Background: an optimization exercise with open tools, aiming at small area. Do not read the settings as production practice. In this exercise RTL edits were held to simulation tests only and were not proved equivalent to the original. No activity file was given, so power comes from the tool's default toggle rates.

==> design.v <==
module skin_hold (input logic e, en, d, q, output logic y);
    assign y = (e & d) | (en & q);
endmodule
module skin_area_cmp (
    input  logic [7:0]  w,
    input  logic [7:0]  h,
    input  logic [15:0] t,
    output logic        keep
);
    logic pp0;
    assign pp0 = ~((w[0] & h[0]));
    logic pp1;
    assign pp1 = ~((w[0] & h[1]));
    logic pp2;
    assign pp2 = ~((w[0] & h[2]));
    logic pp3;
    assign pp3 = ~((w[0] & h[3]));
    logic pp4;
    assign pp4 = ~((w[0] & h[4]));
    logic pp5;
    assign pp5 = ~((w[0] & h[5]));
    logic pp6;
    assign pp6 = ~((w[1] & h[0]));
    logic pp7;
    assign pp7 = ~((w[1] & h[1]));
    logic pp8;
    assign pp8 = ~((w[1] & h[2]));
    logic pp9;
    assign pp9 = ~((w[1] & h[3]));
    logic pp10;
    assign pp10 = ~((w[1] & h[4]));
    logic pp11;
    assign pp11 = ~((w[1] & h[5]));
    logic pp12;
    assign pp12 = ~((w[2] & h[0]));
    logic pp13;
    assign pp13 = ~((w[2] & h[1]));
    logic pp14;
    assign pp14 = ~((w[2] & h[2]));
    logic pp15;
    assign pp15 = ~((w[2] & h[3]));
    logic pp16;
    assign pp16 = ~((w[2] & h[4]));
    logic pp17;
    assign pp17 = ~((w[2] & h[5]));
    logic pp18;
    assign pp18 = ~((w[3] & h[0]));
    logic pp19;
    assign pp19 = ~((w[3] & h[1]));
    logic pp20;
    assign pp20 = ~((w[3] & h[2]));
    logic pp21;
    assign pp21 = ~((w[3] & h[3]));
    logic pp22;
    assign pp22 = ~((w[3] & h[4]));
    logic pp23;
    assign pp23 = ~((w[3] & h[5]));
    logic pp24;
    assign pp24 = ~((w[4] & h[0]));
    logic pp25;
    assign pp25 = ~((w[4] & h[1]));
    logic pp26;
    assign pp26 = ~((w[4] & h[2]));
    logic pp27;
    assign pp27 = ~((w[4] & h[3]));
    logic pp28;
    assign pp28 = ~((w[4] & h[4]));
    logic pp29;
    assign pp29 = ~((w[4] & h[5]));
    logic pp30;
    assign pp30 = ~((w[5] & h[0]));
    logic pp31;
    assign pp31 = ~((w[5] & h[1]));
    logic pp32;
    assign pp32 = ~((w[5] & h[2]));
    logic pp33;
    assign pp33 = ~((w[5] & h[3]));
    logic pp34;
    assign pp34 = ~((w[5] & h[4]));
    logic pp35;
    assign pp35 = ~((w[5] & h[5]));
    logic pp36;
    assign pp36 = ~((w[6] & h[0]));
    logic pp37;
    assign pp37 = ~((h[6] & w[0]));
    logic pp38;
    assign pp38 = ~((w[6] & h[1]) | (w[7] & h[0]));
    logic pp39;
    assign pp39 = ~((h[6] & w[1]) | (h[7] & w[0]));
    logic pp40;
    assign pp40 = ~((w[6] & h[2]) | (w[7] & h[1]));
    logic pp41;
    assign pp41 = ~((h[6] & w[2]) | (h[7] & w[1]));
    logic pp42;
    assign pp42 = ~((w[6] & h[3]) | (w[7] & h[2]));
    logic pp43;
    assign pp43 = ~((h[6] & w[3]) | (h[7] & w[2]));
    logic pp44;
    assign pp44 = ~((w[6] & h[4]) | (w[7] & h[3]));
    logic pp45;
    assign pp45 = ~((h[6] & w[4]) | (h[7] & w[3]));
    logic pp46;
    assign pp46 = ~((w[6] & h[5]) | (w[7] & h[4]));
    logic pp47;
    assign pp47 = ~((h[6] & w[5]) | (h[7] & w[4]));
    logic pp48;
    assign pp48 = ~((w[7] & h[5]));
    logic pp49;
    assign pp49 = ~((h[7] & w[5]));
    logic pp50;
    assign pp50 = ~((w[6] & h[6]));
    logic pp51;
    assign pp51 = ~((w[6] & h[7]) | (w[7] & h[6]));
    logic pp52;
    assign pp52 = ~((w[7] & h[7]));
    logic s0_h;
    logic c0_h;
    logic s0_f;
    logic c0_f;
    logic s1_h;
    logic c1_h;
    logic s1_f;
    logic c1_f;
    logic s2_h;
    logic c2_h;
    logic s2_f;
    logic c2_f;
    logic s3_h;
    logic c3_h;
    logic s3_f;
    logic c3_f;
    logic s4_h;
    logic c4_h;
    logic s4_f;
    logic c4_f;
    logic s5_f;
    logic c5_f;
    logic s6_f;
    logic c6_f;
    logic s7_f;
    logic c7_f;
    logic s8_f;
    logic c8_f;
    logic s9_f;
    logic c9_f;
    logic s10_f;
    logic c10_f;
    logic s11_f;
    logic c11_f;
    logic s12_f;
    logic c12_f;
    logic s13_f;
    logic c13_f;
    logic s14_f;
    logic c14_f;
    logic s5_h;
    logic c5_h;
    logic s15_f;
    logic c15_f;
    logic s16_f;
    logic c16_f;
    logic s17_f;
    logic c17_f;
    logic s18_f;
    logic c18_f;
    logic s19_f;
    logic c19_f;
    logic s20_f;
    logic c20_f;
    logic s21_f;
    logic c21_f;
    logic s22_f;
    logic c22_f;
    logic s23_f;
    logic c23_f;
    logic s24_f;
    logic c24_f;
    logic s6_h;
    logic c6_h;
    logic s25_f;
    logic c25_f;
    logic s26_f;
    logic c26_f;
    logic s27_f;
    logic c27_f;
    logic s28_f;
    logic c28_f;
    logic s29_f;
    logic c29_f;
    logic s30_f;
    logic c30_f;
    logic s31_f;
    logic c31_f;
    logic s32_f;
    logic c32_f;
    logic s33_f;
    logic c33_f;
    logic s34_f;
    logic c34_f;
    logic s35_f;
    logic c35_f;
    logic s36_f;
    logic c36_f;
    logic s7_h;
    logic c7_h;
    skin_fa1 ha0 (.a(pp5), .b(pp10), .s(s0_h), .co(c0_h));
    skin_fa fa0 (.a(pp11), .b(pp16), .c(pp21), .s(s0_f), .co(c0_f));
    skin_fa1 ha1 (.a(pp26), .b(pp31), .s(s1_h), .co(c1_h));
    skin_fa fa1 (.a(pp17), .b(pp22), .c(pp27), .s(s1_f), .co(c1_f));
    skin_fa1 ha2 (.a(pp32), .b(pp38), .s(s2_h), .co(c2_h));
    skin_fa fa2 (.a(pp23), .b(pp28), .c(pp33), .s(s2_f), .co(c2_f));
    skin_fa1 ha3 (.a(pp3), .b(pp8), .s(s3_h), .co(c3_h));
    skin_fa fa3 (.a(pp4), .b(pp9), .c(pp14), .s(s3_f), .co(c3_f));
    skin_fa1 ha4 (.a(pp19), .b(pp24), .s(s4_h), .co(c4_h));
    skin_fa fa4 (.a(s0_h), .b(pp15), .c(pp20), .s(s4_f), .co(c4_f));
    skin_fa fa5 (.a(pp25), .b(pp30), .c(t[5]), .s(s5_f), .co(c5_f));
    skin_fa fa6 (.a(s0_f), .b(s1_h), .c(pp36), .s(s6_f), .co(c6_f));
    skin_fa fa7 (.a(pp37), .b(t[6]), .c(c0_h), .s(s7_f), .co(c7_f));
    skin_fa fa8 (.a(s1_f), .b(s2_h), .c(pp39), .s(s8_f), .co(c8_f));
    skin_fa fa9 (.a(t[7]), .b(c0_f), .c(c1_h), .s(s9_f), .co(c9_f));
    skin_fa fa10 (.a(s2_f), .b(pp40), .c(pp41), .s(s10_f), .co(c10_f));
    skin_fa fa11 (.a(t[8]), .b(c1_f), .c(c2_h), .s(s11_f), .co(c11_f));
    skin_fa fa12 (.a(pp29), .b(pp34), .c(pp42), .s(s12_f), .co(c12_f));
    skin_fa fa13 (.a(pp43), .b(t[9]), .c(c2_f), .s(s13_f), .co(c13_f));
    skin_fa fa14 (.a(pp35), .b(pp44), .c(pp45), .s(s14_f), .co(c14_f));
    skin_fa1 ha5 (.a(pp2), .b(pp7), .s(s5_h), .co(c5_h));
    skin_fa fa15 (.a(s3_h), .b(pp13), .c(pp18), .s(s15_f), .co(c15_f));
    skin_fa fa16 (.a(s3_f), .b(s4_h), .c(t[4]), .s(s16_f), .co(c16_f));
    skin_fa fa17 (.a(s4_f), .b(s5_f), .c(c3_f), .s(s17_f), .co(c17_f));
    skin_fa fa18 (.a(s6_f), .b(s7_f), .c(c4_f), .s(s18_f), .co(c18_f));
    skin_fa fa19 (.a(s8_f), .b(s9_f), .c(c6_f), .s(s19_f), .co(c19_f));
    skin_fa fa20 (.a(s10_f), .b(s11_f), .c(c8_f), .s(s20_f), .co(c20_f));
    skin_fa fa21 (.a(s12_f), .b(s13_f), .c(c10_f), .s(s21_f), .co(c21_f));
    skin_fa fa22 (.a(s14_f), .b(t[10]), .c(c12_f), .s(s22_f), .co(c22_f));
    skin_fa fa23 (.a(pp46), .b(pp47), .c(t[11]), .s(s23_f), .co(c23_f));
    skin_fa fa24 (.a(pp48), .b(pp49), .c(pp50), .s(s24_f), .co(c24_f));
    skin_fa1 ha6 (.a(pp1), .b(pp6), .s(s6_h), .co(c6_h));
    skin_fa fa25 (.a(s5_h), .b(pp12), .c(t[2]), .s(s25_f), .co(c25_f));
    skin_fa fa26 (.a(s15_f), .b(t[3]), .c(c5_h), .s(s26_f), .co(c26_f));
    skin_fa fa27 (.a(s16_f), .b(c3_h), .c(c15_f), .s(s27_f), .co(c27_f));
    skin_fa fa28 (.a(s17_f), .b(c4_h), .c(c16_f), .s(s28_f), .co(c28_f));
    skin_fa fa29 (.a(s18_f), .b(c5_f), .c(c17_f), .s(s29_f), .co(c29_f));
    skin_fa fa30 (.a(s19_f), .b(c7_f), .c(c18_f), .s(s30_f), .co(c30_f));
    skin_fa fa31 (.a(s20_f), .b(c9_f), .c(c19_f), .s(s31_f), .co(c31_f));
    skin_fa fa32 (.a(s21_f), .b(c11_f), .c(c20_f), .s(s32_f), .co(c32_f));
    skin_fa fa33 (.a(s22_f), .b(c13_f), .c(c21_f), .s(s33_f), .co(c33_f));
    skin_fa fa34 (.a(s23_f), .b(c14_f), .c(c22_f), .s(s34_f), .co(c34_f));
    skin_fa fa35 (.a(s24_f), .b(t[12]), .c(c23_f), .s(s35_f), .co(c35_f));
    skin_fa fa36 (.a(pp51), .b(t[13]), .c(c24_f), .s(s36_f), .co(c36_f));
    skin_fa1 ha7 (.a(pp52), .b(t[14]), .s(s7_h), .co(c7_h));
    logic [15:0] ra, rb;
    assign ra = {t[15], s7_h, s36_f, s35_f, s34_f, s33_f, s32_f, s31_f, s30_f, s29_f, s28_f, s27_f, s26_f, s25_f, s6_h, pp0};
    assign rb = {c7_h, c36_f, c35_f, c34_f, c33_f, c32_f, c31_f, c30_f, c29_f, c28_f, c27_f, c26_f, c25_f, c6_h, t[1], t[0]};
    logic co16n;
    skin_carry16n fin (.a(ra), .b(rb), .con(co16n));
    assign keep = co16n;
endmodule
module skin_fa (input logic a, b, c, output logic s, co);
    assign s  = a ^ b ^ c;
    assign co = (a & b) | (a & c) | (b & c);
endmodule
module skin_xnor2 (input logic a, b, output logic y);
    assign y = ~(a ^ b);
endmodule
module skin_or2 (input logic a, b, output logic y);
    assign y = a | b;
endmodule
module skin_fa1 (input logic a, b, output logic s, co);
    skin_xnor2 u_s (.a(a), .b(b), .y(s));
    skin_or2   u_c (.a(a), .b(b), .y(co));
endmodule
module skin_carry16n (input logic [15:0] a, b, output logic con);
    logic [16:0] s;
    assign s   = {1'b0, a} + {1'b0, b};
    assign con = ~s[16];
endmodule
module skin_bor (input logic a, b, c, output logic y);
    assign y = (~a & b) | (~a & c) | (b & c);
endmodule
module skin_lt #(parameter int N = 8) (input logic [N-1:0] a, b, output logic y);
    logic [N:0] c;
    assign c[1] = ~a[0] & b[0];
    for (genvar i = 1; i < N; i++) begin : s
        skin_bor u (.a(a[i]), .b(b[i]), .c(c[i]), .y(c[i+1]));
    end
    assign y = c[N];
endmodule
module skin_eq #(parameter int N = 8) (input logic [N-1:0] a, b, output logic y);
    assign y = (a == b);
endmodule
module skin_near16 (input logic [7:0] u, r, output logic y);
    logic       eq_lo;
    logic [4:0] c;
    logic [7:4] s;
    skin_eq #(4) u_eq (.a(u[3:0]), .b(r[3:0]), .y(eq_lo));
    skin_lt #(4) u_lt (.a(r[3:0]), .b(u[3:0]), .y(c[0]));
    for (genvar i = 0; i < 4; i++) begin : hi
        skin_fa u_fa (.a(u[4+i]), .b(~r[4+i]), .c(c[i]), .s(s[4+i]), .co(c[i+1]));
    end
    assign y = (~c[4] & s[7] & s[6] & s[5] & (s[4] | eq_lo)) |
               ( c[4] & ~s[7] & ~s[6] & ~s[5] & ~s[4]);
endmodule
module skin_sel4 (input logic [3:0] s, input logic [3:0] d, output logic y);
    assign y = (s[0] & d[0]) | (s[1] & d[1]) | (s[2] & d[2]) | (s[3] & d[3]);
endmodule
module skin_ao222n (input logic a1, a2, b1, b2, c1, c2, output logic y);
    assign y = ~((a1 & a2) | (b1 & b2) | (c1 & c2));
endmodule
module skin_sel12 (input logic [11:0] s, input logic [11:0] d, output logic y);
    logic [3:0] n;
    for (genvar g = 0; g < 4; g++) begin : grp
        skin_ao222n u (.a1(s[3*g]), .a2(d[3*g]), .b1(s[3*g+1]), .b2(d[3*g+1]),
                       .c1(s[3*g+2]), .c2(d[3*g+2]), .y(n[g]));
    end
    assign y = ~&n;
endmodule
module skin_box_overlay_top (
    input  logic        clk,
    input  logic        reset,
    input  logic        vsync_i,
    input  logic        href_i,
    input  logic        pix_stb_i,
    input  logic [7:0]  u_i,
    input  logic [7:0]  v_i,
    input  logic [7:0]  u_ref_i,
    input  logic [7:0]  v_ref_i,
    input  logic [15:0] area_thresh_i,
    input  logic        mode_i,
    input  logic [9:0]  draw_x_i,
    input  logic [9:0]  draw_y_i,
    input  logic [6:0]  luma_i,
    output logic [6:0]  red_o,
    output logic [6:0]  green_o,
    output logic [6:0]  blue_o
);
    logic       href_q, vsync_q;
    logic [1:0] xc;
    logic [7:0] xo;
    logic [1:0] yr;
    logic [7:0] yo;
    logic       hit_stb, fe, stale, latch;
    logic [2:0] fcnt;
    logic href_fall, vsync_rise, x_in, y_in, pix_cnt, chroma_match, pix_hit;
    logic [7:0] xo_inc, yo_inc;
    assign xo_inc = xo + 8'd1;
    assign yo_inc = yo + 8'd1;
    assign href_fall  = href_q & ~href_i;
    assign vsync_rise = vsync_i & ~vsync_q;
    assign x_in       = ~((xc == 2'd3) && (xo == 8'd159));
    assign y_in       = (yr != 2'd3);
    assign pix_cnt    = pix_stb_i & href_i & x_in;
    logic u_near, v_near;
    skin_near16 u_nu (.u(u_i), .r(u_ref_i), .y(u_near));
    skin_near16 u_nv (.u(v_i), .r(v_ref_i), .y(v_near));
    assign chroma_match = u_near & v_near;
    assign pix_hit = pix_cnt & y_in & chroma_match;
    always_ff @(posedge clk or posedge reset) begin
        if (reset) begin
            href_q  <= 1'b0;
            vsync_q <= 1'b0;
            xc      <= 2'd0;
            xo      <= 8'd255;
            yr      <= 2'd0;
            yo      <= 8'd0;
            hit_stb <= 1'b0;
            fe      <= 1'b0;
            stale   <= 1'b0;
            latch   <= 1'b0;
            fcnt    <= 3'd0;
        end else begin
            href_q  <= href_i;
            vsync_q <= vsync_i;
            hit_stb <= pix_hit;
            fe      <= vsync_rise;
            stale   <= fe;
            latch   <= fe && (fcnt == 3'd4);
            if (fe) fcnt <= (fcnt == 3'd4) ? 3'd0 : fcnt + 3'd1;
            if (href_fall) begin
                xc <= 2'd0;
                xo <= 8'd255;
            end else if (pix_cnt) begin
                if (xo == 8'd159) begin
                    xc <= xc + 2'd1;
                    xo <= 8'd0;
                end else begin
                    xo <= xo_inc;
                end
            end
            if (vsync_rise) begin
                yr <= 2'd0;
                yo <= 8'd0;
            end else if (href_fall && y_in) begin
                if (yo == 8'd159) begin
                    yr <= yr + 2'd1;
                    yo <= 8'd0;
                end else begin
                    yo <= yo_inc;
                end
            end
        end
    end
    logic [1:0]      k;
    logic [3:0]      act_v, a_v, b_v;
    logic [3:0][7:0] act_mnx, act_mxx, act_mny, act_mxy;
    logic [3:0][7:0] a_mnx, a_mxx, a_mny, a_mxy;
    logic [3:0][7:0] b_mnx, b_mxx, b_mny, b_mxy;
    logic       shift;
    logic       upd;
    logic       empty_sel;
    logic [7:0] cur_mnx, cur_mxx;
    logic       lt_x, gt_x;
    assign shift     = ~fe & ~stale & y_in & (yr != k);
    assign upd       = hit_stb & ~fe;
    assign empty_sel = ~act_v[xc] | stale;
    logic [3:0] xsel;
    logic       ge_x;
    always_comb for (int r = 0; r < 4; r++) xsel[r] = (xc == 2'(r));
    for (genvar i = 0; i < 8; i++) begin : cur_b
        skin_sel4 u_mn (.s(xsel), .d({act_mnx[3][i], act_mnx[2][i], act_mnx[1][i], act_mnx[0][i]}), .y(cur_mnx[i]));
        skin_sel4 u_mx (.s(xsel), .d({act_mxx[3][i], act_mxx[2][i], act_mxx[1][i], act_mxx[0][i]}), .y(cur_mxx[i]));
    end
    skin_lt #(8) u_ltx (.a(xo), .b(cur_mnx), .y(lt_x));
    skin_lt #(8) u_gex (.a(xo), .b(cur_mxx), .y(ge_x));
    assign gt_x = ~ge_x;
    always_ff @(posedge clk or posedge reset) begin
        if (reset) begin
            k     <= 2'd0;
            act_v <= 4'd0;
            a_v   <= 4'd0;
            b_v   <= 4'd0;
        end else if (stale) begin
            k     <= 2'd0;
            a_v   <= 4'd0;
            b_v   <= 4'd0;
            act_v <= 4'd0;
            if (hit_stb) act_v[xc] <= 1'b1;
        end else if (shift) begin
            k     <= k + 2'd1;
            a_v   <= act_v;
            b_v   <= a_v;
            act_v <= 4'd0;
        end else if (upd) begin
            act_v[xc] <= 1'b1;
        end
    end
    logic [3:0] csel;
    logic [3:0] we_mnx, we_mxx, we_mny, we_mxy;
    always_comb begin
        for (int r = 0; r < 4; r++) begin
            csel[r]   = upd && (xc == 2'(r));
            we_mnx[r] = csel[r] & (empty_sel | lt_x);
            we_mxx[r] = csel[r] & (empty_sel | gt_x);
            we_mny[r] = csel[r] & empty_sel;
            we_mxy[r] = csel[r];
        end
    end
    logic [3:0][7:0] act_mnx_d, act_mxx_d, act_mny_d, act_mxy_d;
    logic [3:0][7:0] a_mnx_d, a_mxx_d, a_mny_d, a_mxy_d;
    logic [3:0][7:0] b_mnx_d, b_mxx_d, b_mny_d, b_mxy_d;
    logic shift_n;
    assign shift_n = ~shift;
    for (genvar r = 0; r < 4; r++) begin : trk_r
        for (genvar i = 0; i < 8; i++) begin : trk_b
            skin_hold h_amnx (.e(we_mnx[r]), .en(~we_mnx[r]), .d(xo[i]), .q(act_mnx[r][i]), .y(act_mnx_d[r][i]));
            skin_hold h_amxx (.e(we_mxx[r]), .en(~we_mxx[r]), .d(xo_inc[i]), .q(act_mxx[r][i]), .y(act_mxx_d[r][i]));
            skin_hold h_amny (.e(we_mny[r]), .en(~we_mny[r]), .d(yo[i]), .q(act_mny[r][i]), .y(act_mny_d[r][i]));
            skin_hold h_amxy (.e(we_mxy[r]), .en(~we_mxy[r]), .d(yo_inc[i]), .q(act_mxy[r][i]), .y(act_mxy_d[r][i]));
            skin_hold h_rmnx (.e(shift), .en(shift_n), .d(act_mnx[r][i]), .q(a_mnx[r][i]), .y(a_mnx_d[r][i]));
            skin_hold h_rmxx (.e(shift), .en(shift_n), .d(act_mxx[r][i]), .q(a_mxx[r][i]), .y(a_mxx_d[r][i]));
            skin_hold h_rmny (.e(shift), .en(shift_n), .d(act_mny[r][i]), .q(a_mny[r][i]), .y(a_mny_d[r][i]));
            skin_hold h_rmxy (.e(shift), .en(shift_n), .d(act_mxy[r][i]), .q(a_mxy[r][i]), .y(a_mxy_d[r][i]));
            skin_hold h_bmnx (.e(shift), .en(shift_n), .d(a_mnx[r][i]), .q(b_mnx[r][i]), .y(b_mnx_d[r][i]));
            skin_hold h_bmxx (.e(shift), .en(shift_n), .d(a_mxx[r][i]), .q(b_mxx[r][i]), .y(b_mxx_d[r][i]));
            skin_hold h_bmny (.e(shift), .en(shift_n), .d(a_mny[r][i]), .q(b_mny[r][i]), .y(b_mny_d[r][i]));
            skin_hold h_bmxy (.e(shift), .en(shift_n), .d(a_mxy[r][i]), .q(b_mxy[r][i]), .y(b_mxy_d[r][i]));
        end
    end
    always_ff @(posedge clk) begin
        act_mnx <= act_mnx_d;
        act_mxx <= act_mxx_d;
        act_mny <= act_mny_d;
        act_mxy <= act_mxy_d;
        a_mnx   <= a_mnx_d;
        a_mxx   <= a_mxx_d;
        a_mny   <= a_mny_d;
        a_mxy   <= a_mxy_d;
        b_mnx   <= b_mnx_d;
        b_mxx   <= b_mxx_d;
        b_mny   <= b_mny_d;
        b_mxy   <= b_mxy_d;
    end
    logic [1:0]           s_k;
    logic [2:0][3:0]      s_v;
    logic [2:0][3:0][7:0] s_mnx, s_mxx, s_mny, s_mxy;
    always_ff @(posedge clk or posedge reset) begin
        if (reset) begin
            s_k <= 2'd0;
            s_v <= '0;
        end else if (latch) begin
            s_k <= k;
            s_v <= {b_v, a_v, act_v};
        end
    end
    logic [2:0][3:0][7:0] t_mnx, t_mxx, t_mny, t_mxy;
    logic [2:0][3:0][7:0] s_mnx_d, s_mxx_d, s_mny_d, s_mxy_d;
    logic latch_n;
    assign latch_n = ~latch;
    assign t_mnx = {b_mnx, a_mnx, act_mnx};
    assign t_mxx = {b_mxx, a_mxx, act_mxx};
    assign t_mny = {b_mny, a_mny, act_mny};
    assign t_mxy = {b_mxy, a_mxy, act_mxy};
    for (genvar r = 0; r < 12; r++) begin : smp_r
        for (genvar i = 0; i < 8; i++) begin : smp_b
            skin_hold h_mnx (.e(latch), .en(latch_n), .d(t_mnx[r/4][r%4][i]), .q(s_mnx[r/4][r%4][i]), .y(s_mnx_d[r/4][r%4][i]));
            skin_hold h_mxx (.e(latch), .en(latch_n), .d(t_mxx[r/4][r%4][i]), .q(s_mxx[r/4][r%4][i]), .y(s_mxx_d[r/4][r%4][i]));
            skin_hold h_mny (.e(latch), .en(latch_n), .d(t_mny[r/4][r%4][i]), .q(s_mny[r/4][r%4][i]), .y(s_mny_d[r/4][r%4][i]));
            skin_hold h_mxy (.e(latch), .en(latch_n), .d(t_mxy[r/4][r%4][i]), .q(s_mxy[r/4][r%4][i]), .y(s_mxy_d[r/4][r%4][i]));
        end
    end
    always_ff @(posedge clk) begin
        s_mnx <= s_mnx_d;
        s_mxx <= s_mxx_d;
        s_mny <= s_mny_d;
        s_mxy <= s_mxy_d;
    end
    logic [15:0] thr_q;
    always_ff @(posedge clk) thr_q <= {area_thresh_i[15:5], area_thresh_i[4] | (area_thresh_i == 16'd0), area_thresh_i[3:0]};
    logic [4:0] dxh, dyh;
    logic [3:0] dcol_oh;
    logic [2:0] drow_oh;
    logic [2:0] dxo_hi, dyo_hi;
    logic [7:0] dx, dy, dx1, dy1;
    assign dxh = draw_x_i[9:5];
    assign dyh = draw_y_i[9:5];
    always_comb begin
        for (int j = 0; j < 4; j++) dcol_oh[j] = (dxh >= 5'(5*j)) && (dxh < 5'(5*j+5));
        for (int i = 0; i < 3; i++) drow_oh[i] = (dyh >= 5'(5*i)) && (dyh < 5'(5*i+5));
    end
    assign dxo_hi = 3'(dxh % 5'd5);
    assign dyo_hi = 3'(dyh % 5'd5);
    assign dx  = {dxo_hi, draw_x_i[4:0]};
    assign dy  = {dyo_hi, draw_y_i[4:0]};
    assign dx1 = dx + 8'd1;
    assign dy1 = dy + 8'd1;
    logic [2:0] ksel;
    logic [2:0] psel;
    always_comb begin
        for (int i = 0; i < 3; i++) ksel[i] = (s_k == 2'(i));
        psel[0] = (ksel[0] & drow_oh[0]) | (ksel[1] & drow_oh[1]) | (ksel[2] & drow_oh[2]);
        psel[1] = (ksel[1] & drow_oh[0]) | (ksel[2] & drow_oh[1]);
        psel[2] = (ksel[2] & drow_oh[0]);
    end
    logic [11:0] osel;
    always_comb begin
        for (int i = 0; i < 3; i++)
            for (int j = 0; j < 4; j++)
                osel[4*i+j] = psel[i] & dcol_oh[j];
    end
    logic       bv;
    logic [7:0] mnx, mxx, mny, mxy;
    skin_sel12 u_sel_v (.s(osel), .d(s_v), .y(bv));
    for (genvar i = 0; i < 8; i++) begin : ov_b
        logic [11:0] dmnx, dmxx, dmny, dmxy;
        for (genvar r = 0; r < 12; r++) begin : ov_r
            assign dmnx[r] = s_mnx[r/4][r%4][i];
            assign dmxx[r] = s_mxx[r/4][r%4][i];
            assign dmny[r] = s_mny[r/4][r%4][i];
            assign dmxy[r] = s_mxy[r/4][r%4][i];
        end
        skin_sel12 u_mnx (.s(osel), .d(dmnx), .y(mnx[i]));
        skin_sel12 u_mxx (.s(osel), .d(dmxx), .y(mxx[i]));
        skin_sel12 u_mny (.s(osel), .d(dmny), .y(mny[i]));
        skin_sel12 u_mxy (.s(osel), .d(dmxy), .y(mxy[i]));
    end
    logic [7:0]  bw, bh;
    logic        keep, on_edge, paint;
    assign bw      = mxx - mnx;
    assign bh      = mxy - mny;
    skin_area_cmp u_area (.w(bw), .h(bh), .t(thr_q), .keep(keep));
    logic ltx_mn, ltx_mx, eqx_mn, eqx_mx, lty_mn, lty_mx, eqy_mn, eqy_mx;
    skin_lt #(8) u_e1 (.a(dx),  .b(mnx), .y(ltx_mn));
    skin_lt #(8) u_e2 (.a(dx),  .b(mxx), .y(ltx_mx));
    skin_eq #(8) u_e3 (.a(dx),  .b(mnx), .y(eqx_mn));
    skin_eq #(8) u_e4 (.a(dx1), .b(mxx), .y(eqx_mx));
    skin_lt #(8) u_e5 (.a(dy),  .b(mny), .y(lty_mn));
    skin_lt #(8) u_e6 (.a(dy),  .b(mxy), .y(lty_mx));
    skin_eq #(8) u_e7 (.a(dy),  .b(mny), .y(eqy_mn));
    skin_eq #(8) u_e8 (.a(dy1), .b(mxy), .y(eqy_mx));
    assign on_edge = ((eqy_mn | eqy_mx) & ~ltx_mn & ltx_mx) |
                     ((eqx_mn | eqx_mx) & ~lty_mn & lty_mx);
    assign paint   = mode_i & bv & keep & on_edge;
    logic [6:0] g_q;
    logic       paint_q;
    always_ff @(posedge clk or posedge reset) begin
        if (reset) begin
            g_q     <= 7'd0;
            paint_q <= 1'b0;
        end else begin
            g_q     <= paint ? 7'd0 : luma_i;
            paint_q <= paint;
        end
    end
    assign red_o   = g_q | {7{paint_q}};
    assign green_o = g_q;
    assign blue_o  = g_q;
endmodule
==> run.sh <==
#!/bin/bash
# synth_recipe.tcl (not shown) runs the flow's synth.tcl, then flattens the netlist and writes it again
# the make line also repeats each setting of config.mk as NAME=value (left out here)
make -C /OpenROAD-flow-scripts/flow DESIGN_CONFIG=/design/flow/config.mk WORK_HOME=/design/flow/orfs CLKGATE_MAP_FILE= SYNTH_SCRIPT=/design/flow/synth_recipe.tcl finish
==> config.mk <==
export PLATFORM = sky130hd
export DESIGN_NAME = skin_box_overlay_top
export DESIGN_NICKNAME = skin_box_overlay_top
export VERILOG_FILES = /design/flow/design.v
export SDC_FILE = /design/flow/constraint.sdc
export NUM_CORES = 4
export LEC_CHECK = 0
export CAP_MARGIN = 0
export CORE_MARGIN = 2
export CORE_UTILIZATION = 55
export CTS_BUF_LIST = sky130_fd_sc_hd__clkbuf_8
export CTS_CLUSTER_DIAMETER = 60
export CTS_CLUSTER_SIZE = 16
export GPL_TIMING_DRIVEN = 0
export SLEW_MARGIN = 0
export SYNTH_HIERARCHICAL = 1
export SYNTH_MINIMUM_KEEP_SIZE = 0
==> constraint.sdc <==
create_clock -name core_clock -period 10.0 [get_ports {clk}]
set_input_delay 2.0000 -clock core_clock [delete_from_list [all_inputs] [get_ports {clk}]]
set_output_delay 2.0000 -clock core_clock [all_outputs]
set_load 0.01 [all_outputs]
==> summary.md, run 1 <==
| Metric | Value |
|---|---|
| Leak pwr | `14.4 nW` |
| Vias in the first global route | `approximately 24,000` |
| Grt ovf | `0` |
| Hold_sp | `fe` |
| Hold Path Sink | `stale` |
| Pre-antenna DRT Iters | `7` |
| Critical path's slowest cell | `clkdlybuf4s50_1` |
| Antenna violations before repair | `0` |
| Detailed Place HPWL | `a little under 60 mm` |
| Final min period | `about 9.7 ns` |
| Max-cap violations | `0` |
| Synth cell types | `75` |
| WP buf/inv | `8` |
| CP peak stage delay | `0.54 ns` |
| Fmax | `approximately 100 MHz` |
| Clk slew on worst S/H paths | `0.10 ns` |
| Core Area | `57,800 sq um` |
| Hold_ws | `0.386 ns` |
| Detail Route Antenna Nets | `0` |
| Die Height | `roughly 250 microns` |
| Syn Nets | `2,838` |
| Worst reg2reg endpoint | `g_q[3]` |
| CP required | `10.57 ns` |
| Layout cell share with drive strength beyond 1 | `0.115` |
| Pin count of the biggest net entering global routing | `between 150 and 200` |
| Io pins | `~100` |
| Reg2reg start | `s_k[1]` |
| CP Depth | `32` |
| Post-synth EDFFs | `0` |
| YS warnings | `7` |
| Primary FF master, synth | `dfxtp_1` |
| Storage cell area | `17,300 sq um` |
| Cells on worst reg2reg path | `27` |
| Multi-input gate area | `about 14,000 sq um` |
| Top delay family on crit path | `adder cells` |
| Bufs on Longest Clock Path | `3` |
| Crit path arrival time | `between 10 and 15 ns` |
| Post-Route Skew | `0.0294 ns` |
| Initial Util | `0.557` |
| Post-CTS Hold Fix Bufs | `0` |
| Die ar. | `a little over 60,000 sq um` |
| Max-slew violations | `0` |
| Nets@finish | `between 3,000 and 4,000` |
| DRC Markers | `0` |
| # fillers | `around 4,500` |
| P&R area growth vs syn | `14.5%` |
| Worst path most repeated cell | `fa_1` |
| Maximum fanout along the worst path | `12` |
| Layout Utilization | `0.638` |
| Via count | `24,600` |
| Mean Syn Cell Area | `12.1 sq um` |
| Async SR Flop Fraction | `0.0766` |
| Hold/Removal Path Class | `flip-flop to flip-flop` |
| TNS Setup | `0 ns` |
| Status | `no timing/DRC/antenna violations` |
| First-pass GRT wire length | `between 100 and 150 mm` |
| Htree depth | `3` |
| CTS tree | `done` |
| R2R Setup Slk | `2.14 ns` |
| Number of port buffers | `98` |
| Non-Filler Cell Area, Final | `36,900 sq um` |
| Drt wl/cell | `24.8 microns` |
| Final hold vios | `0` |
| Tcrit/Tclk final | `0.974` |
| Final Setup Violations | `0` |
| Initial DRC count | `roughly 2,700` |
| FP Rows | `88` |
| Tot GR Track Use | `0.295` |
| Die W | `246 microns` |
| Critical path startpoint category | `primary input` |
| Synth Cell Area | `roughly 32,000 sq um` |
| Final WL | `a little over 90 mm` |
| Syn Inst Count | `2,663` |
| Critical path class | `primary input to flip-flop` |
| Root Buffer | `clkbuf_8` |
| PwrDens | `between 150 and 200 nW/um^2` |
| TritonCTS Buffers | `between 60 and 70` |
| Crit. End Element | `flip-flop` |
| Register bit total from synthesis | `about 850` |
| Clock sinks | `849` |
| GP Congestion | `approximately 0.87` |
| Slew margin rel. | `0.158` |
| Clock Latency Late Sink | `approximately 0.68 ns` |
| Ant. Diodes | `0` |
| Sequential share of the synthesized area | `0.538` |
| WHS Path Cells | `0` |
| Maximum vdd ir drop | `roughly 0.11 mV` |
| Slew @ Worst Pin | `1.26 ns` |
| Drt via density | `approximately 6.6` |
| Placed cell area | `around 35,000 sq um` |
-- synth_stat cells (6+ instances only) --
cell type | n | area, sq um
a21o_1 | 7 | 52.6
a21oi_1 | 28 | 140
a222oi_1 | 132 | 1320
a22o_1 | 772 | 6760
a22oi_1 | 35 | 263
a22oi_2 | 11 | 138
and2_1 | 10 | 62.6
and3_1 | 9 | 56.3
buf_2 | 6 | 30.0
buf_4 | 7 | 52.6
buf_6 | 13 | 146
clkbuf_1 | 11 | 41.3
dfrtp_1 | 57 | 1430
dfstp_2 | 8 | 210
dfxtp_1 | 784 | 15700
fa_1 | 47 | 941
ha_1 | 47 | 588
inv_1 | 115 | 432
maj3_2 | 48 | 541
mux2_2 | 15 | 169
nand2_1 | 123 | 462
nand2b_1 | 9 | 56.3
nand3_1 | 19 | 95.1
nand3b_1 | 8 | 60.1
nand4_1 | 45 | 282
nor2_1 | 58 | 218
nor2b_1 | 13 | 81.3
nor2b_4 | 8 | 110
nor3_1 | 6 | 30.0
o21ai_0 | 21 | 105
or2_1 | 8 | 50.1
or2_2 | 7 | 43.8
xnor2_1 | 67 | 587
xor2_1 | 29 | 254
-- timing repair --
action,CTS,global route
pin swaps,2,20
gates resized for setup,8,10
endpoints found under the setup margin,8,8
buffers inserted,2,46
gates cloned,0,3
-- routing by layer --
layer	vias to the layer above	global-route usage	wire length [microns]
met1	12400	0.410	40200
met5	-	0	0
met4	0	0.0911	2680
li1	11100	-	-
met2	898	0.473	42700
met3	164	0.0483	6270
-- cell families after synthesis --
group | synth area share
muxes | 0.00680
buffers and inverters | 0.0222
xor gates and xnor gates | 0.0261
AOI/OAI and AO/OA | 0.286
DFF | 0.538
and+or+nand+nor | 0.0564
adders and majority gates | 0.0643
-- Yosys stat by module (local to each module, per instance), a selection --
module,flip-flops and latches,cells,copies in the design,cell area [sq um]
skin_box_overlay_top,849,1342,1,20500
skin_sel12,0,1,33,6.26
skin_bor,0,2,48,15.0
skin_xnor2,0,1,8,8.76
skin_or2,0,1,8,6.26
skin_carry16n,0,36,1,312
skin_near16,0,8,2,50.0
skin_ao222n,0,1,132,10.0
skin_area_cmp,0,69,1,450
skin_sel4,0,3,16,18.8
skin_fa,0,1,45,20.0
skin_hold,0,1,768,8.76
-- worst max path at each step --
stage                 from      to  slack (ns)
4_1_cts        draw_y_i[5]  g_q[0]       0.007
3_3_place_gp   draw_y_i[5]  g_q[3]       -4.52
6_report       draw_y_i[5]  g_q[3]        0.26
3_5_place_dp   draw_y_i[8]  g_q[0]       -2.09
2_1_floorplan  draw_y_i[8]  g_q[0]        0.90
5_1_grt        draw_y_i[5]  g_q[0]       -0.05
-- per-stage QoR --
step	cells	total power, mW	setup WS (ns)
floorplan	2663	3.76	0.897
global placement	3526	3.89	-4.52
detailed placement	3563	3.93	-2.09
CTS	3662	5.71	0.00680
global route	3711	5.89	-0.0468
finish	3711	5.68	0.262
-- registers in the layout, indices dropped and copies added (netlist names), 96 cells and up --
| register | cells |
|---|---|
| s_mnx | 96 |
| s_mny | 96 |
| s_mxx | 96 |
| s_mxy | 96 |
-- cell usage in the layout, fill, tap and decap left out, types with 21 or more instances in the layout --
cell,instances
maj3_2,48
ha_1,47
nand2_1,123
fa_1,47
nand4_1,45
clkdlybuf4s50_1,98
clkbuf_8,74
o21ai_0,21
a222oi_1,132
dfxtp_1,784
a21oi_1,23
a22o_1,772
buf_4,52
buf_16,23
xor2_1,29
nor2_1,46
xnor2_1,65
inv_1,127
dfrtp_1,56
a22oi_1,35
-- report_power, final --
group          leakage [nW]  internal [mW]  switching (mW)  total, mW
Combinational          6.63          0.151           0.237      0.388
Sequential             7.17           3.42          0.0517       3.47
Clock                 0.649          0.710            1.11       1.82
-- layout make-up --
cell class              instances  share of cell area
inverters                     116              0.0120
multi-input cells            1662               0.389
plain buffers                  38             0.00791
well taps                     765              0.0260
clock buffers                  74              0.0276
repair buffers                184              0.0632
flip-flops and latches        849               0.470
clock inverters                23             0.00414
==> inputs of run 2 (changes only) <==
--- a/config.mk
+++ b/config.mk
@@ -7,3 +7,3 @@
 export LEC_CHECK = 0
-export CAP_MARGIN = 0
+export CAP_MARGIN = 20
 export CORE_MARGIN = 2
@@ -13,4 +13,3 @@
 export CTS_CLUSTER_SIZE = 16
-export GPL_TIMING_DRIVEN = 0
-export SLEW_MARGIN = 0
+export SLEW_MARGIN = 20
 export SYNTH_HIERARCHICAL = 1
==> summary.md, run 2 <==
| Metric | Value |
|---|---|
| Status | `no timing/DRC/antenna violations` |
| Layout Utilization | `0.618 (-0.0200)` |
| Routed met2 length | `42.8 mm (+0.34%)` |
| Drt wl/cell | `25.6 microns (+3.4%)` |
| Number of port buffers | `101 (+3.1%)` |
| Initial DRC count | `2,647 (-1.5%)` |
| GP Congestion | `0.892 (+2.4%)` |
| Synth cell types | `75 (unchanged)` |
| DRC Markers | `0 (unchanged)` |
| Tcrit/Tclk final | `0.955 (-0.0192)` |
| Max layer used | `met4` |
| YS warnings | `7 (unchanged)` |
| Die W | `246 microns (unchanged)` |
| Max-cap violations | `0 (unchanged)` |
| Nets@finish | `3,040 (-1.7%)` |
| Critical path startpoint category | `primary input` |
| Tot GR Track Use | `0.304 (+0.00863)` |
| Fmax | `105 MHz (+2.0%)` |
| Primary FF master, synth | `dfxtp_1` |
| Cell-internal power | `4.13 mW (-3.4%)` |
| WHS Path Cells | `1 (+1)` |
| Register share of total power | `0.631 (+0.020)` |
| Comb pwr share | `0.068 (about the same)` |
| Maximum fanout along the worst path | `23 (+11)` |
| Synth Cell Area | `32,200 sq um (unchanged)` |
| Placed cell area | `34,600 sq um (-1.6%)` |
| TritonCTS Buffers | `61 (-7.6%)` |
| CP required | `10.63 ns (+0.06 ns)` |
| R2R Setup Slk | `2.14 ns (about the same)` |
| FP Rows | `88 (unchanged)` |
| Slew margin rel. | `0.157 (-0.00103)` |
| Final hold vios | `0 (unchanged)` |
| Critical path's slowest cell | `nor2_4` |
| Detail Route Antenna Nets | `0 (unchanged)` |
| Post-CTS Hold Fix Bufs | `0 (unchanged)` |
| Switching share of power | `0.250 (+0.00388)` |
| Sequential share of the synthesized area | `0.538 (unchanged)` |
| Synth area leader | `dfxtp_1` |
| TNS Setup | `0 ns (unchanged)` |
| Syn Inst Count | `2,663 (unchanged)` |
| Maximum vdd ir drop | `0.153 mV (+34%)` |
| Clk slew on worst S/H paths | `0.09 ns (about the same)` |
| Htree depth | `2 (-1)` |
| Slew @ Worst Pin | `1.26 ns (-0.00144 ns)` |
| Most frequent cells in the layout | `dfxtp_1 (784), a22o_1 (772), a222oi_1 (132)` |
| Worst path most repeated cell | `fa_1` |
| Critical path class | `primary input to flip-flop` |
| Clock Latency Late Sink | `0.75 ns (+0.07 ns)` |
| Post-Route Skew | `0.0320 ns (+0.00254 ns)` |
| Hold_sp | `b_mnx[13]` |
| Bufs on Longest Clock Path | `3 (unchanged)` |
| Dpl cells | `3,563 (unchanged)` |
| Final Setup Violations | `0 (unchanged)` |
| Net Switching | `1.38 mW (-1.4%)` |
| Syn Nets | `2,838 (unchanged)` |
| # resized after CTS | `0 (-8)` |
| Pin count of the biggest net entering global routing | `194 (+23%)` |
| Detailed Place HPWL | `59.7 mm (+3.3%)` |
| Drt via density | `6.68 (+1.0%)` |
| Root Buffer | `clkbuf_8` |
| Clock sinks | `849 (unchanged)` |
| First-pass GRT wire length | `144 mm (+2.9%)` |
| Pre-antenna DRT Iters | `8 (+1)` |
| CTS tree | `done` |
| Share of the synthesized area in the top cell type | `0.487 (unchanged)` |
| Crit path arrival time | `10.18 ns (-0.12 ns)` |
| P&R area growth vs syn | `10.9%` |
| Register bit total from synthesis | `849 (unchanged)` |
| Max-slew violations | `0 (unchanged)` |
| Crit. End Element | `flip-flop` |
| Cells on worst reg2reg path | `27 (unchanged)` |
| Top post-synthesis cells by area | `dfxtp_1 (49%), a22o_1 (21%), dfrtp_1 (4.4%)` |
| Synth top cells by count | `dfxtp_1 (784), a22o_1 (772), a222oi_1 (132), nand2_1 (123), inv_1 (115)` |
| RSZ-0062 raised after global routing | `no` |
| Non-Filler Cell Area, Final | `35,700 sq um (-3.1%)` |
| Final min period | `9.55 ns (-0.192 ns)` |
| Core Area | `57,800 sq um (unchanged)` |
| Commonest non-fill, non-tap cell in the layout | `dfxtp_1` |
| Initial Util | `0.557 (unchanged)` |
| Antenna violations before repair | `1 (+1)` |
| Clock network power share | `0.301 (-0.019)` |
| Hold/Removal Path Class | `flip-flop to flip-flop` |
| Final WL | `93.4 mm (+1.7%)` |
| Vias in the first global route | `24,000 (-0.36%)` |
| Mean Syn Cell Area | `12.1 sq um (unchanged)` |
| CP peak stage delay | `0.95 ns (+0.41 ns)` |
| Final non-filler cell total | `3,651 (-1.6%)` |
| Grt ovf | `0 (unchanged)` |
| Via count | `24,400 (-0.62%)` |
| Hold Path Sink | `b_mnx[13]` |
| Layout cell share with drive strength beyond 1 | `0.0967 (-0.0184)` |
| Worst reg2reg endpoint | `g_q[5]` |
| Die Height | `246 microns (unchanged)` |
| Post-synth EDFFs | `0 (unchanged)` |
| Leak pwr | `13.9 nW (-3.7%)` |
| Met1 wire length | `40.9 mm (+1.8%)` |
| Met3 WL | `6.31 mm (+0.56%)` |
| Reg2reg start | `s_k[1]` |
| Count leader, synth | `dfxtp_1` |
| Die ar. | `60,500 sq um (unchanged)` |
| Async SR Flop Fraction | `0.0766 (unchanged)` |
| Post-CTS Repair Setup Buffers | `0 (-2)` |
| PwrDens | `154 nW/um^2 (+0.20%)` |
| Io pins | `102 (unchanged)` |
[run 2: cell counts after synthesis]
No cell type changed its count.
[run 2: layout make-up]
type | instances | area (sq um)
multi-input combinational | 1660 | 14300
clock inverter | 21 | 121
sequential | 849 | 17300
timing repair buffer | 177 | 1720
inverter | 116 | 450
fill | 4755 | 22100
antenna | 1 | 2.50
tap | 765 | 957
clock buffer | 62 | 853
[run 2: cell families (layout without fill, tap and decap cells)]
group / after synthesis / after routing / share of synthesized area
compound gates: 1054 / 1054 / 0.286
flops: 849 / 849 / 0.538
simple gates: 348 / 348 / 0.0564
buf+inv: 154 / 376 / 0.0222
fa+ha+maj: 142 / 142 / 0.0643
xor+xnor: 96 / 96 / 0.0261
mux: 20 / 20 / 0.00680
other cells: 0 / 1 / 0
[run 2: worst max-delay path by stage]
stage	from	to	slack [ns]	cells past startpoint
finish	draw_x_i[8]	g_q[5]	0.45	29
global route	draw_x_i[9]	g_q[5]	0.1	30
CTS	draw_x_i[9]	g_q[2]	0.42	31
detailed placement	draw_x_i[9]	g_q[2]	-0.36	31
global placement	draw_x_i[9]	g_q[4]	-0.23	31
floorplan	draw_y_i[8]	g_q[0]	0.90	31
[run 2: modules after synthesis (local to each module, per instance), a selection]
module	cells inside	flops+latches	copies in the design
skin_carry16n	36	0	1
skin_bor	2	0	48
skin_box_overlay_top	1342	849	1
skin_hold	1	0	768
skin_area_cmp	69	0	1
skin_or2	1	0	8
skin_xnor2	1	0	8
skin_sel12	1	0	33
skin_sel4	3	0	16
skin_near16	8	0	2
skin_ao222n	1	0	132
skin_fa	1	0	45
[run 2: routing by layer]
layer,vias up,global-route usage
met3,184,0.0346
met5,-,0
li1,11000,-
met2,982,0.477
met1,12300,0.432
met4,0,0.114
[run 2: worst max-delay path, delay by kind of cell]
family / cells / cell delay [ns]
AOI/OAI and AO/OA: 6 / 0.79
and+or+nand+nor: 10 / 2.53
buffers and inverters: 5 / 1.60
adders and majority gates: 7 / 2.96
xor gates and xnor gates: 1 / 0.28
[run 2: metrics by stage]
stage	total power [mW]	worst slack, ns	hold slack, ns
finish	5.51	0.453	0.474
global placement	3.91	-0.228	0.450
global route	5.71	0.0962	0.490
CTS	5.54	0.420	0.478
floorplan	3.76	0.897	0.352
detailed placement	3.92	-0.365	0.451
[run 2: power by group through the flow]
stage          logic, mW  registers, mW  clock network [mW]
3_3_place_gp       0.355           3.55                   0
2_1_floorplan      0.213           3.55                   0
5_1_grt            0.409           3.49                1.81
4_1_cts            0.369           3.48                1.69
6_report           0.374           3.48                1.66
3_5_place_dp       0.368           3.55                   0
==> inputs of run 3 (changes only) <==
==> flow/run.sh (new file) <==
#!/bin/bash
# The standard layout (the standard.sh, standard synthesis unchanged), with two
# changes: ports are buffered with the smallest buffer (buf_1) instead of
# clkdlybuf4s50_1, and clock tree synthesis runs without dummy loads.
# Every port still gets its own buffer and the clock still reaches every register
# through the clock tree. make's full output goes to flow_make.log here; each ORFS
# step also keeps its own log under orfs/logs/.
set -euo pipefail
export BUFFER_PORTS_ARGS="-buffer_cell sky130_fd_sc_hd__buf_1"
export CTS_ARGS="-sink_clustering_enable -repair_clock_nets -dont_use_dummy_load -buf_list sky130_fd_sc_hd__clkbuf_8 -sink_clustering_size 16 -sink_clustering_max_diameter 60"
bash standard.sh > flow_make.log 2>&1
==> standard.sh (new file) <==
#!/bin/bash
# synth_recipe.tcl (not shown) runs the flow's synth.tcl, then flattens the netlist and writes it again
# the make line also repeats each setting of config.mk as NAME=value (left out here)
make -C /OpenROAD-flow-scripts/flow DESIGN_CONFIG=/design/flow/config.mk WORK_HOME=/design/flow/orfs CLKGATE_MAP_FILE= SYNTH_SCRIPT=/design/flow/synth_recipe.tcl "${@:-finish}"
--- a/config.mk
+++ b/config.mk
@@ -9,3 +9,3 @@
 export CORE_MARGIN = 2
-export CORE_UTILIZATION = 55
+export CORE_UTILIZATION = 70
 export CTS_BUF_LIST = sky130_fd_sc_hd__clkbuf_8
removed: run.sh
==> summary.md, run 3 <==
| Metric | Value |
|---|---|
| Status | `no timing/DRC/antenna violations` |
| Clk slew on worst S/H paths | `0.10 ns (about the same)` |
| Pin count of the biggest net entering global routing | `185 (-4.6%)` |
| Share of the synthesized area in the top cell type | `0.487 (unchanged)` |
| Critical Path Start | `draw_y_i[7]` |
| Tot GR Track Use | `0.372 (+0.0678)` |
| First-pass GRT wire length | `139 mm (-3.7%)` |
| Worst path most repeated cell | `fa_1` |
| Commonest non-fill, non-tap cell in the layout | `dfxtp_1` |
| Core Area | `45,400 sq um (-21%)` |
| Critical path class | `primary input to flip-flop` |
| Comb pwr share | `0.062 (-0.006)` |
| TNS Setup | `0 ns (unchanged)` |
| Hold/Removal Path Class | `flip-flop to flip-flop` |
| R2R Setup Slk | `1.77 ns (-0.37 ns)` |
| Final Setup Violations | `0 (unchanged)` |
| Maximum fanout along the worst path | `24 (+4.3%)` |
| Number of port buffers | `101 (unchanged)` |
| Drt wl/cell | `26.1 microns (+1.8%)` |
| Post-CTS Hold Fix Bufs | `0 (unchanged)` |
| WHS Path Cells | `1 (unchanged)` |
| YS warnings | `7 (unchanged)` |
| Net Switching | `1.32 mW (-4.2%)` |
| Max-slew violations | `0 (unchanged)` |
| Switching share of power | `0.242 (-0.00766)` |
| Syn Nets | `2,838 (unchanged)` |
| Maximum vdd ir drop | `0.183 mV (+20%)` |
| GP Congestion | `0.943 (+5.6%)` |
| Most frequent cells in the layout | `dfxtp_1 (784), a22o_1 (772), a222oi_1 (132)` |
| Htree depth | `3 (+1)` |
| Pre-CTS WS | `-1.06 ns (-0.696 ns)` |
| Final hold vios | `0 (unchanged)` |
| Final WL | `90.0 mm (-3.6%)` |
| DRC Markers | `0 (unchanged)` |
| CP Depth | `28 (-3.4%)` |
| Cells on worst reg2reg path | `23 (-15%)` |
| Die ar. | `47,700 sq um (-21%)` |
| Via count | `24,900 (+2.1%)` |
| Die W | `218 microns (-11%)` |
| Hold_ws | `0.440 ns (-0.0340 ns)` |
| Pre-antenna DRT Iters | `6 (-2)` |
| # fillers | `3,134 (-34%)` |
| Initial DRC count | `3,612 (+36%)` |
| Non-Filler Cell Area, Final | `34,700 sq um (-2.8%)` |
| Post-Route Skew | `0.0781 ns (+0.0462 ns)` |
| Cell-internal power | `4.13 mW (-0.18%)` |
| FP Rows | `78 (-11%)` |
| Critical path's slowest cell | `nor2_4` |
| Top post-synthesis cells by area | `dfxtp_1 (49%), a22o_1 (21%), dfrtp_1 (4.4%)` |
| Post-route setup slack | `0.352 ns (-0.101 ns)` |
| Clock sinks | `849 (unchanged)` |
| Bufs on Longest Clock Path | `3 (unchanged)` |
| Die Height | `218 microns (-11%)` |
| Reg2reg start | `s_k[1]` |
| Fmax | `104 MHz (-1.0%)` |
| Leak pwr | `13.5 nW (-3.0%)` |
| Worst reg2reg endpoint | `g_q[2]` |
| Synth top cells by count | `dfxtp_1 (784), a22o_1 (772), a222oi_1 (132), nand2_1 (123), inv_1 (115)` |
| CP peak stage delay | `0.79 ns (-0.16 ns)` |
| Primary FF master, synth | `dfxtp_1` |
| P&R area growth vs syn | `7.76%` |
| Slew @ Worst Pin | `1.16 ns (-0.101 ns)` |
| Clock network power share | `0.300 (about the same)` |
| Slew margin rel. | `0.226 (+0.0692)` |
| Synth area leader | `dfxtp_1` |
| Crit path arrival time | `10.21 ns (+0.03 ns)` |
| Hold_sp | `act_mxy[6]` |
| Io pins | `102 (unchanged)` |
| Count leader, synth | `dfxtp_1` |
| Drt via density | `7.21 (+7.9%)` |
| CP required | `10.56 ns (-0.07 ns)` |
| Nets@finish | `3,030 (-0.33%)` |
| Top delay family on crit path | `adder cells` |
| TritonCTS Buffers | `66 (+8.2%)` |
| Syn Inst Count | `2,663 (unchanged)` |
| Vias in the first global route | `24,400 (+1.7%)` |
| Initial Util | `0.709 (+0.152)` |
| Final min period | `9.65 ns (+0.101 ns)` |
| PwrDens | `157 nW/um^2 (+1.7%)` |
| Post-synth EDFFs | `0 (unchanged)` |
| Grt ovf | `0 (unchanged)` |
| Register bit total from synthesis | `849 (unchanged)` |
| Max-cap violations | `0 (unchanged)` |
| Antenna violations before repair | `10 (+9)` |
| Hold Path Sink | `s_mxy[6]` |
| Post-CTS Repair Setup Buffers | `0 (unchanged)` |
| Async SR Flop Fraction | `0.0766 (unchanged)` |
| Placed cell area | `33,700 sq um (-2.7%)` |
| WP buf/inv | `2 (-3)` |
| Mean Syn Cell Area | `12.1 sq um (unchanged)` |
| Register share of total power | `0.638 (+0.007)` |
| Layout cell share with drive strength beyond 1 | `0.0918 (-0.00487)` |
| Detail Route Antenna Nets | `0 (unchanged)` |
| Synth cell types | `75 (unchanged)` |
| Clock Latency Late Sink | `0.68 ns (-0.07 ns)` |
| Sequential share of the synthesized area | `0.538 (unchanged)` |
| Tcrit/Tclk final | `0.965 (+0.0101)` |
| CTS tree | `done` |
| Detailed Place HPWL | `57.5 mm (-3.7%)` |
| Dpl cells | `3,384 (-5.0%)` |
| Crit. End Element | `flip-flop` |
| Final non-filler cell total | `3,456 (-5.3%)` |
| Critical path startpoint category | `primary input` |
| Root Buffer | `clkbuf_8` |
| Synth Cell Area | `32,200 sq um (unchanged)` |
| RSZ-0062 raised after global routing | `no` |
## run 3: cell count changes in the layout (fill, tap and decap cells not counted), moves of 2 or more
cell and change:
buf_1 +101, clkdlybuf4s50_1 -101, buf_4 -15, inv_1 -14, clkbuf_8 +4, clkinvlp_4 -3, a21oi_2 -2, diode_2 +2
xnor2_1 -2, xnor2_2 +2
## run 3: per-module statistics from Yosys, one instance, submodules excluded, a selection
module | area, sq um | flip-flops and latches
skin_bor | 15.0 | 0
skin_near16 | 50.0 | 0
skin_sel4 | 18.8 | 0
skin_area_cmp | 450 | 0
skin_box_overlay_top | 20500 | 849
skin_fa | 20.0 | 0
skin_carry16n | 312 | 0
skin_sel12 | 6.26 | 0
skin_xnor2 | 8.76 | 0
skin_or2 | 6.26 | 0
## run 3: final cells by class
class	instances	area (sq um)	area share
flip-flops and latches	849	17300	0.500
multi-input cells	1660	14300	0.412
repair buffers	162	958	0.0276
clock buffers	66	908	0.0262
well taps	600	751	0.0216
inverters	116	450	0.0130
diodes	3	7.51	0.000216
## run 3: power by group through the flow
stage	combinational [mW]	sequential [mW]	clock, mW
after floorplan	0.213	3.55	0
after global placement	0.314	3.55	0
after detailed placement	0.330	3.55	0
after CTS	0.332	3.47	1.64
after global routing	0.370	3.48	1.76
final	0.337	3.48	1.63
## run 3: per-layer routing
layer  part of all wire  track usage
met1               0.40        0.488
met2               0.46        0.588
met3              0.093       0.0828
met4              0.045        0.171
met5             0.0011            0
## run 3: through the flow
step	power, mW	utilization
6_report	5.45	0.765
2_1_floorplan	3.76	-
5_1_grt	5.61	0.765
4_1_cts	5.45	0.762
3_3_place_gp	3.86	0.741
3_5_place_dp	3.88	0.742
## run 3: how the worst max path moves through the flow
stage                     slack, ns     end
after floorplan                0.90  g_q[0]
after global placement        -0.74  g_q[1]
after detailed placement      -1.06  g_q[2]
after CTS                      0.16  g_q[2]
after global routing           0.05  g_q[0]
final                          0.35  g_q[2]
## run 3: cells by family after synthesis
logic type | Yosys count | share of synthesized area
compound gates | 1054 | 0.286
xor+xnor | 96 | 0.0261
fa+ha+maj | 142 | 0.0643
buf+inv | 154 | 0.0222
flops | 849 | 0.538
mux | 20 | 0.00680
simple gates | 348 | 0.0564
## run 3: repair_timing
| item | 4_1_cts | 5_1_grt |
|---|---|---|
| pin swaps | 0 | 0 |
| resized for setup | 2 | 3 |
| endpoints found under the setup margin | 8 | 8 |
| gates cloned | 0 | 0 |
| hold endpoints to repair | 0 | 0 |
==> inputs of run 4 (changes only) <==
--- a/config.mk
+++ b/config.mk
@@ -9,3 +9,3 @@
 export CORE_MARGIN = 2
-export CORE_UTILIZATION = 70
+export CORE_UTILIZATION = 55
 export CTS_BUF_LIST = sky130_fd_sc_hd__clkbuf_8
==> summary.md, run 4 <==
| Metric | Value |
|---|---|
| Status | `no timing/DRC/antenna violations` |
| Pre-antenna DRT Iters | `7 (+1)` |
| Final min period | `9.58 ns (-0.0690 ns)` |
| Number of port buffers | `101 (unchanged)` |
| Final non-filler cell total | `3,623 (+4.8%)` |
| Post-CTS Hold Fix Bufs | `0 (unchanged)` |
| Synth Cell Area | `32,200 sq um (unchanged)` |
| TritonCTS Buffers | `66 (unchanged)` |
| Hold_sp | `b_mxy[10]` |
| R2R Setup Slk | `1.91 ns (+0.14 ns)` |
| Clk slew on worst S/H paths | `0.10 ns (about the same)` |
| Syn Inst Count | `2,663 (unchanged)` |
| Initial DRC count | `3,276 (-9.3%)` |
| Layout cell share with drive strength beyond 1 | `0.0921 (+0.000286)` |
| Die ar. | `60,500 sq um (+27%)` |
| Critical path startpoint category | `primary input` |
| Critical path class | `primary input to flip-flop` |
| Final hold vios | `0 (unchanged)` |
| Post-synth EDFFs | `0 (unchanged)` |
| Hold Path Sink | `s_mxy[74]` |
| P&R area growth vs syn | `8.22%` |
| Pin count of the biggest net entering global routing | `222 (+20%)` |
| Bufs on Longest Clock Path | `3 (unchanged)` |
| Drt via density | `6.74 (-6.6%)` |
| CP required | `10.58 ns (+0.02 ns)` |
| Initial Util | `0.557 (-0.152)` |
| Hold_ws | `0.441 ns (+0.00143 ns)` |
| Maximum fanout along the worst path | `23 (-4.2%)` |
| CTS tree | `done` |
| Via count | `24,400 (-2.0%)` |
| Most frequent cells in the layout | `dfxtp_1 (784), a22o_1 (772), a222oi_1 (132)` |
| Count leader, synth | `dfxtp_1` |
| Clock sinks | `849 (unchanged)` |
| Clock Latency Late Sink | `0.69 ns (about the same)` |
| First-pass GRT wire length | `145 mm (+4.2%)` |
| Root Buffer | `clkbuf_8` |
| Synth top cells by count | `dfxtp_1 (784), a22o_1 (772), a222oi_1 (132), nand2_1 (123), inv_1 (115)` |
| Io pins | `102 (unchanged)` |
| Crit path arrival time | `10.16 ns (-0.05 ns)` |
| Antenna violations before repair | `8 (-2)` |
| Detail Route Antenna Nets | `0 (unchanged)` |
| Register bit total from synthesis | `849 (unchanged)` |
| Tcrit/Tclk final | `0.958 (-0.00690)` |
| Max-cap violations | `0 (unchanged)` |
| Core Area | `57,800 sq um (+27%)` |
| Die Height | `246 microns (+13%)` |
| Final WL | `94.9 mm (+5.4%)` |
| Hold/Removal Path Class | `flip-flop to flip-flop` |
| # fillers | `4,803 (+53%)` |
| Tot GR Track Use | `0.305 (-0.0665)` |
| Worst reg2reg endpoint | `g_q[3]` |
| Die W | `246 microns (+13%)` |
| Pre-CTS WS | `-0.358 ns (+0.703 ns)` |
| Synth area leader | `dfxtp_1` |
| PwrDens | `157 nW/um^2 (+0.16%)` |
| Mean Syn Cell Area | `12.1 sq um (unchanged)` |
| Sequential share of the synthesized area | `0.538 (unchanged)` |
| Commonest non-fill, non-tap cell in the layout | `dfxtp_1` |
| Slew @ Worst Pin | `1.24 ns (+0.0824 ns)` |
| Grt ovf | `0 (unchanged)` |
| Final Power | `5.48 mW (+0.59%)` |
| Vias in the first global route | `23,900 (-2.4%)` |
| FP Rows | `88 (+13%)` |
| TNS Setup | `0 ns (unchanged)` |
| Final Setup Violations | `0 (unchanged)` |
| Layout Utilization | `0.603 (-0.162)` |
| Fmax | `104 MHz (+0.72%)` |
| Crit. End Element | `flip-flop` |
| Leak pwr | `13.5 nW (-0.19%)` |
| Detailed Place HPWL | `59.6 mm (+3.6%)` |
| Synth cell types | `75 (unchanged)` |
| Syn Nets | `2,838 (unchanged)` |
| Nets@finish | `3,032 (+0.066%)` |
| WHS Path Cells | `1 (unchanged)` |
| Htree depth | `3 (unchanged)` |
| DRC Markers | `0 (unchanged)` |
| Max-slew violations | `0 (unchanged)` |
| Drt wl/cell | `26.2 microns (+0.56%)` |
| Primary FF master, synth | `dfxtp_1` |
| Dpl cells | `3,547 (+4.8%)` |
| Async SR Flop Fraction | `0.0766 (unchanged)` |
| Non-Filler Cell Area, Final | `34,800 sq um (+0.43%)` |
| Share of the synthesized area in the top cell type | `0.487 (unchanged)` |
| Post-Route Skew | `0.0617 ns (-0.0164 ns)` |
| Post-route setup slack | `0.421 ns (+0.0690 ns)` |
| Cells on worst reg2reg path | `23 (unchanged)` |
| Placed cell area | `33,800 sq um (+0.47%)` |
| Maximum vdd ir drop | `0.134 mV (-27%)` |
| YS warnings | `7 (unchanged)` |
| Top post-synthesis cells by area | `dfxtp_1 (49%), a22o_1 (21%), dfrtp_1 (4.4%)` |
| GP Congestion | `0.878 (-6.9%)` |
| RSZ-0062 raised after global routing | `no` |
| Reg2reg start | `s_k[1]` |
| Slew margin rel. | `0.171 (-0.0558)` |
-- run 4: kinds of logic (layout without fill, tap and decap cells) --
| kind of cell | Yosys count | in the layout | share of synthesized area |
|---|---|---|---|
| muxes | 20 | 20 | 0.00680 |
| AOI/OAI and AO/OA | 1054 | 1054 | 0.286 |
| other | 0 | 3 | 0 |
| xor gates and xnor gates | 96 | 96 | 0.0261 |
| adders and majority gates | 142 | 142 | 0.0643 |
| and+or+nand+nor | 348 | 352 | 0.0564 |
| buffers and inverters | 154 | 342 | 0.0222 |
| DFF | 849 | 849 | 0.538 |
-- run 4: report_power, final --
group          switching [mW]  total [mW]  internal (mW)
Combinational           0.235       0.346          0.112
Clock                    1.06        1.65          0.595
Sequential             0.0568        3.48           3.42
Total                    1.35        5.48           4.13
-- run 4: area by class of cell --
class	instances	area, sq um	area share
Clock buffer	66	908	0.0261
Inverter	116	450	0.0129
Tap cell	765	957	0.0275
Antenna cell	3	7.51	0.000215
Timing Repair Buffer	160	888	0.0255
Multi-Input combinational cell	1664	14300	0.410
Sequential cell	849	17300	0.498
-- run 4: how the worst max path moves through the flow --
stage,from,endpoint,slack (ns)
4_1_cts,draw_y_i[6],g_q[1],0.36
3_5_place_dp,draw_y_i[6],g_q[3],-0.36
5_1_grt,draw_y_i[7],g_q[4],0.02
2_1_floorplan,draw_y_i[8],g_q[0],0.90
3_3_place_gp,draw_y_i[7],g_q[5],-0.28
6_report,draw_x_i[8],g_q[3],0.42
-- run 4: Yosys stat by module, one instance, submodules excluded, excerpt --
module | times used | cells
skin_sel4 | 16 | 3
skin_ao222n | 132 | 1
skin_or2 | 8 | 1
skin_box_overlay_top | 1 | 1342
skin_near16 | 2 | 8
skin_area_cmp | 1 | 69
skin_fa | 45 | 1
skin_sel12 | 33 | 1
skin_bor | 48 | 2
skin_carry16n | 1 | 36
skin_xnor2 | 8 | 1
skin_hold | 768 | 1
-- run 4: what timing repair did --
action / in CTS / in global routing
gates resized for setup: 0 / 3
setup buffers: 0 / 3
endpoints found under the setup margin: 0 / 8
-- run 4: critical path: stages --
cell and delay, ns:
buf_1 0.26, nor2b_1 0.29, o211ai_1 0.48, nor2_4 1.01, a222oi_1 0.29, nand4_1 0.25
inv_1 0.07, ha_1 0.22, fa_1 0.41, nor2b_1 0.11, o21ai_0 0.09, nand2b_1 0.12
xor2_1 0.54, nand2_1 0.16, fa_1 0.51, fa_1 0.51, fa_1 0.52, fa_1 0.43
ha_1 0.29, a21o_1 0.18, nand3_1 0.07, a21oi_1 0.06, nor4_1 0.29, buf_4 0.18
o2111ai_1 0.43, and2_1 0.36
-- run 4: metal layers --
metal | global-route usage | share of wire
met5 | 0 | 0.00062
met4 | 0.0816 | 0.025
met3 | 0.0530 | 0.081
met2 | 0.479 | 0.46
met1 | 0.435 | 0.44

what the ideal ports hide:
The flow's constraints put no driver on any port. The routed layouts listed below were extracted and timed again, unchanged, in two steps.
Step 1 assumes that a clkbuf_16 drives the clock port and a buf_2 every other input.
Step 2 adds t to the input delays and takes it off the output delays; t is the mean of the earliest and latest rising clock arrival at the registers after step 1. Input paths then give back, and output paths get back, about the clock's delay inside the block.
Slacks: no drivers / after step 1 / after step 2; pairs: no drivers / after step 1.
run | t (ns) | setup WS [ns] | hold WS [ns] | latest minus earliest clock arrival (ns) | worst slew at a driven data input, ns
run 1 | 0.726 | 0.262 / 0.299 / -0.428 | 0.386 / 0.386 / 0.386 | 0.032 / 0.033 | 0.05
run 2 | 0.793 | 0.453 / 0.485 / -0.308 | 0.474 / 0.474 / 0.474 | 0.035 / 0.034 | 0.09
run 3 | 0.700 | 0.352 / 0.383 / -0.317 | 0.440 / 0.440 / 0.440 | 0.084 / 0.084 | 0.12
run 4 | 0.718 | 0.421 / 0.350 / -0.367 | 0.441 / 0.441 / 0.441 | 0.068 / 0.067 | 0.14
With both steps, setup timing fails in every run listed, where it was met with ideal ports. The setup slack of run 4, which loses most, moves by -0.071 ns with the drivers and by -0.788 ns with both steps.
